This design comes from an exercise in tuning for small area, a short achievable clock period and few clock cycles per item on the open sky130 flow, not from production work.
In this exercise RTL edits were held to simulation tests only and were not proved equivalent to the original.

== north ==
// md_iter_unit
module md_iter_unit #(
  parameter int unsigned WIDTH = 32
) (
  input  logic             clk,
  input  logic             rst_n,
  input  logic             start,
  input  logic [2:0]       funct3,
  input  logic [WIDTH-1:0] op1,
  input  logic [WIDTH-1:0] op2,
  input  logic             flush,
  output logic             busy,
  output logic             done,
  output logic [WIDTH-1:0] result,
  output logic             zero
);
For scale: ~3000 cells after synthesis, about 170 flip-flops, ~110 I/O pins, ~0.022 mm^2 of cells after synthesis.
export LEC_CHECK = 0
export CAP_MARGIN = 20
export CORE_MARGIN = 2
export CORE_UTILIZATION = 40
export PLACE_DENSITY = 0.6
export SLEW_MARGIN = 20
create_clock -name core_clock -period 10.5 [get_ports {clk}]
standard.sh (not shown) runs the stock make flow with config.mk's settings and CLKGATE_MAP_FILE= SYNTH_SCRIPT=/design/flow/synth_recipe.tcl, a recipe that flattens the netlist after the stock synthesis.
==> flow/flow/run.sh <==
#!/bin/bash
# Standard ORFS layout, with repair_timing asked to leave more setup slack than config.mk
# settings allow (the clock and all constraints stay the design's).
set -euo pipefail
MARGIN=$(cat flow/margin.txt)
bash standard.sh SETUP_SLACK_MARGIN=$MARGIN finish > flow_standard.log 2>&1
==> flow/flow/margin.txt <==
5.5
Testbench counts of north, summed over its fixed seeds: cycles 160,991, items 24,000.
Here is what was changed in the inputs of south compared with north.
==> flow/flow/run.sh <==
#!/bin/bash
# Standard ORFS layout with two changes in how it is made (clock, constraints and steps stay
# the design's): port buffers use buf_2 rather than the cell buffer_ports picks by default,
# and repair_timing is asked to leave the setup margin in flow/margin.txt.
set -euo pipefail
MARGIN=$(cat flow/margin.txt)
bash standard.sh SETUP_SLACK_MARGIN=$MARGIN \
  "BUFFER_PORTS_ARGS=-buffer_cell sky130_fd_sc_hd__buf_2" finish > flow_standard.log 2>&1
Notes after the runs:
Sequential share of layout area: south > north. Delta (south minus north): final instance area saw a decrease. [compare] base=north new=south: global-route usage decreased 0.76 points, number of antenna violations at the first check in global routing decreased by 1 relative to the old numbers. south against north: latest clock arrival within the worst-skew pair saw little to no change, fmax went up, final cell count held steady.
--- input diff south..east ---
Settings: changing PLACE_DENSITY from 0.6 to 0.75; changing CORE_UTILIZATION from 40 to 60.
### Flow results
Of east and south, the higher core utilization belongs to east. | global routing met2 resource utilization | lower: south |. Clock buffer count (lower): south. east has layout overhead on the synthesized area below what south had. Between east and south, it is east whose final cell count without fillers is lower, by about 6%. Maximum number of pins on one net before global-route repair delta for east relative to south: 1 higher. east ends up with a number of tap cells inserted that is 33% lower than in south. Looking only at count of inserted antenna diode cells, and setting everything else aside, the lower value of east and south goes to south.

========
Setup of quartz:
md_iter_unit, a different RTL version from the one above (not shown whole).
For scale: roughly 110 I/O pins.
Design md_iter_unit, start of the top module:
module md_iter_unit #(
  parameter int unsigned WIDTH = 32
) (
  input  logic             clk,
  input  logic             rst_n,
  input  logic             start,
  input  logic [2:0]       funct3,
  input  logic [WIDTH-1:0] op1,
  input  logic [WIDTH-1:0] op2,
  input  logic             flush,
  output logic             busy,
  output logic             done,
  output logic [WIDTH-1:0] result,
  output logic             zero
);
clock: 10.5 ns
lec_check: 0
cap_margin: 10
core_margin: 2
core_utilization: 40
place_density: 0.6
slew_margin: 10
==> flow/flow/run.sh <==
#!/bin/bash
# Standard ORFS layout with two changes in how it is made (clock, constraints and steps stay
# the design's): port buffers use buf_2 rather than the cell buffer_ports picks by default,
# and repair_timing is asked to leave the setup margin in flow/margin.txt.
set -euo pipefail
MARGIN=$(cat flow/margin.txt)
bash standard.sh SETUP_SLACK_MARGIN=$MARGIN \
  "BUFFER_PORTS_ARGS=-buffer_cell sky130_fd_sc_hd__buf_2" finish > flow_standard.log 2>&1
==> flow/flow/margin.txt <==
5.75
quartz completed; timing, DRC and antenna clean
Testbench counts of quartz, summed over its fixed seeds: cycles 147,735, items 24,000.
What indigo does differently from quartz at the input level:
==> flow/flow/margin.txt <==
5.25
From indigo to quartz, die area did not move at all.
As far as area after synthesis is concerned, quartz and indigo perform about the same.
In indigo, worst setup margin is lower than in quartz.
Run comparison: indigo worst setup path category primary input to flip-flop; quartz worst setup path category flip-flop to output port
NOTE: final wirelength in indigo falls short of that of quartz
Summary of indigo over quartz: via count has decreased; cell count lost 0.95%; global-route usage over all layers fell by 0.76 points.
Relative to quartz, the final cell area reported for indigo is lower.
Against quartz, indigo comes in 40 ps lower on delay contributed by the slowest stage of the critical path.
Going from quartz to indigo, utilization now smaller, met3 wirelength from detailed routing now larger.
What garnet does differently from indigo at the input level:
==> flow/flow/margin.txt <==
5.5
Findings:
Between indigo and garnet, the worst clock skew figures differ only marginally.
Taking indigo as the reference, in garnet number of sequential storage elements about even, met3 track demand over resource in global routing shows an increase of 0.16 points.
Summary of the comparison: total routed wire length on the met1 layer is higher in garnet, relative to indigo.
Looking only at utilization after layout, and setting everything else aside, the higher value of indigo and garnet goes to garnet.
Worst-case setup margin in the final layout: garnet > indigo
Edits applied to the flow inputs when going from garnet to zinc:
Settings: CAP_MARGIN now 5, was 10; SLEW_MARGIN now 5, was 10.
==> flow/flow/margin.txt <==
5.75
==> results.txt <==
zinc vs garnet, end of the critical path: zero vs bc_q[1]
The clock transition at the registers of the reported paths in zinc sits 20 ps above the value recorded for garnet.
Comparing garnet and zinc, the higher initial antenna violation count is on garnet.
In the reports for garnet and zinc, the larger design area belongs to zinc.
Result: PASS for each of garnet and zinc

========
RTL: one of the versions met above, not the one the previous note started from.
For scale: ~3000 cells after synthesis, about 110 I/O pins.
==> flow/config.mk <==
export PLATFORM = sky130hd
export DESIGN_NAME = md_iter_unit
export DESIGN_NICKNAME = md_iter_unit
export VERILOG_FILES = /design/flow/design.v
export SDC_FILE = /design/flow/constraint.sdc
export NUM_CORES = 4
export LEC_CHECK = 0
export CAP_MARGIN = 10
export CORE_MARGIN = 2
export CORE_UTILIZATION = 40
export CTS_BUF_LIST = sky130_fd_sc_hd__clkbuf_4 sky130_fd_sc_hd__clkbuf_8
export CTS_CLUSTER_SIZE = 30
export PLACE_DENSITY = 0.6
export SLEW_MARGIN = 10
==> flow/constraint.sdc <==
create_clock -name core_clock -period 10.5 [get_ports {clk}]
set_input_delay 2.1000 -clock core_clock [delete_from_list [all_inputs] [get_ports {clk}]]
set_output_delay 2.1000 -clock core_clock [all_outputs]
set_load 0.01 [all_outputs]
==> flow/flow/margin.txt <==
5.5
Scripts as last shown in full above: flow/flow/run.sh
Testbench counts at the start, summed over its fixed seeds: cycles 160,991, items 24,000.
==> next run, changes <==
- CTS_BUF_LIST: sky130_fd_sc_hd__clkbuf_4 sky130_fd_sc_hd__clkbuf_8 -> sky130_fd_sc_hd__clkbuf_8
- CTS_CLUSTER_SIZE: 30 -> 20
The new run completed with no timing, DRC or antenna violations.
Maximum frequency is unchanged.
Sequential cell count does not change.
Utilization does not change.
Worst hold slack is unchanged.
Via count does not change.

[re-timing with driven ports]
In the flow no input, the clock included, has a driving cell. The finished layouts below were timed again as built, in two steps. Step 1 (the two cells are an assumption about what drives the block):
set clk [get_ports {clk}]
set_driving_cell -lib_cell sky130_fd_sc_hd__clkbuf_16 $clk
set_driving_cell -lib_cell sky130_fd_sc_hd__buf_2 [delete_from_list [all_inputs] $clk]
Step 2 adds t to the input delays and takes it off the output delays; t is the mean of the earliest and latest rising clock arrival at the registers after step 1. Input paths then give back, and output paths get back, about the clock's delay inside the block. Three values: ideal ports, drivers, drivers and shift; two values: the first two.
run | t, ns | setup WS [ns] | hold WS [ns] | worst setup path at the end | pins driven straight from the clock port
north | 0.570 | 5.447 / 5.388 / 5.406 | 0.546 / 0.546 / 0.546 | input to register | 1
south | 0.570 | 5.520 / 5.461 / 5.762 | 0.544 / 0.544 / 0.544 | register to register | 1
east | 0.530 | 5.557 / 5.506 / 5.649 | 0.560 / 0.560 / 0.560 | register to register | 1
quartz | 0.593 | 5.736 / 5.675 / 5.263 | 0.481 / 0.481 / 0.481 | input to register | 1
indigo | 0.567 | 5.379 / 5.376 / 4.848 | 0.469 / 0.469 / 0.469 | input to register | 1
garnet | 0.574 | 5.545 / 5.584 / 5.010 | 0.473 / 0.473 / 0.473 | input to register | 1
zinc | 0.593 | 5.736 / 5.675 / 5.263 | 0.481 / 0.481 / 0.481 | input to register | 1
the first run of note 3 | 0.665 | 5.662 / 5.604 / 5.701 | 0.556 / 0.556 / 0.556 | register to register | 1
the second run of note 3 | 0.665 | 5.662 / 5.604 / 5.701 | 0.556 / 0.556 / 0.556 | register to register | 1
After both steps setup and hold are still met in every run listed. The setup slack of garnet, which loses most, moves by +0.039 ns with the drivers and by -0.535 ns with both steps.
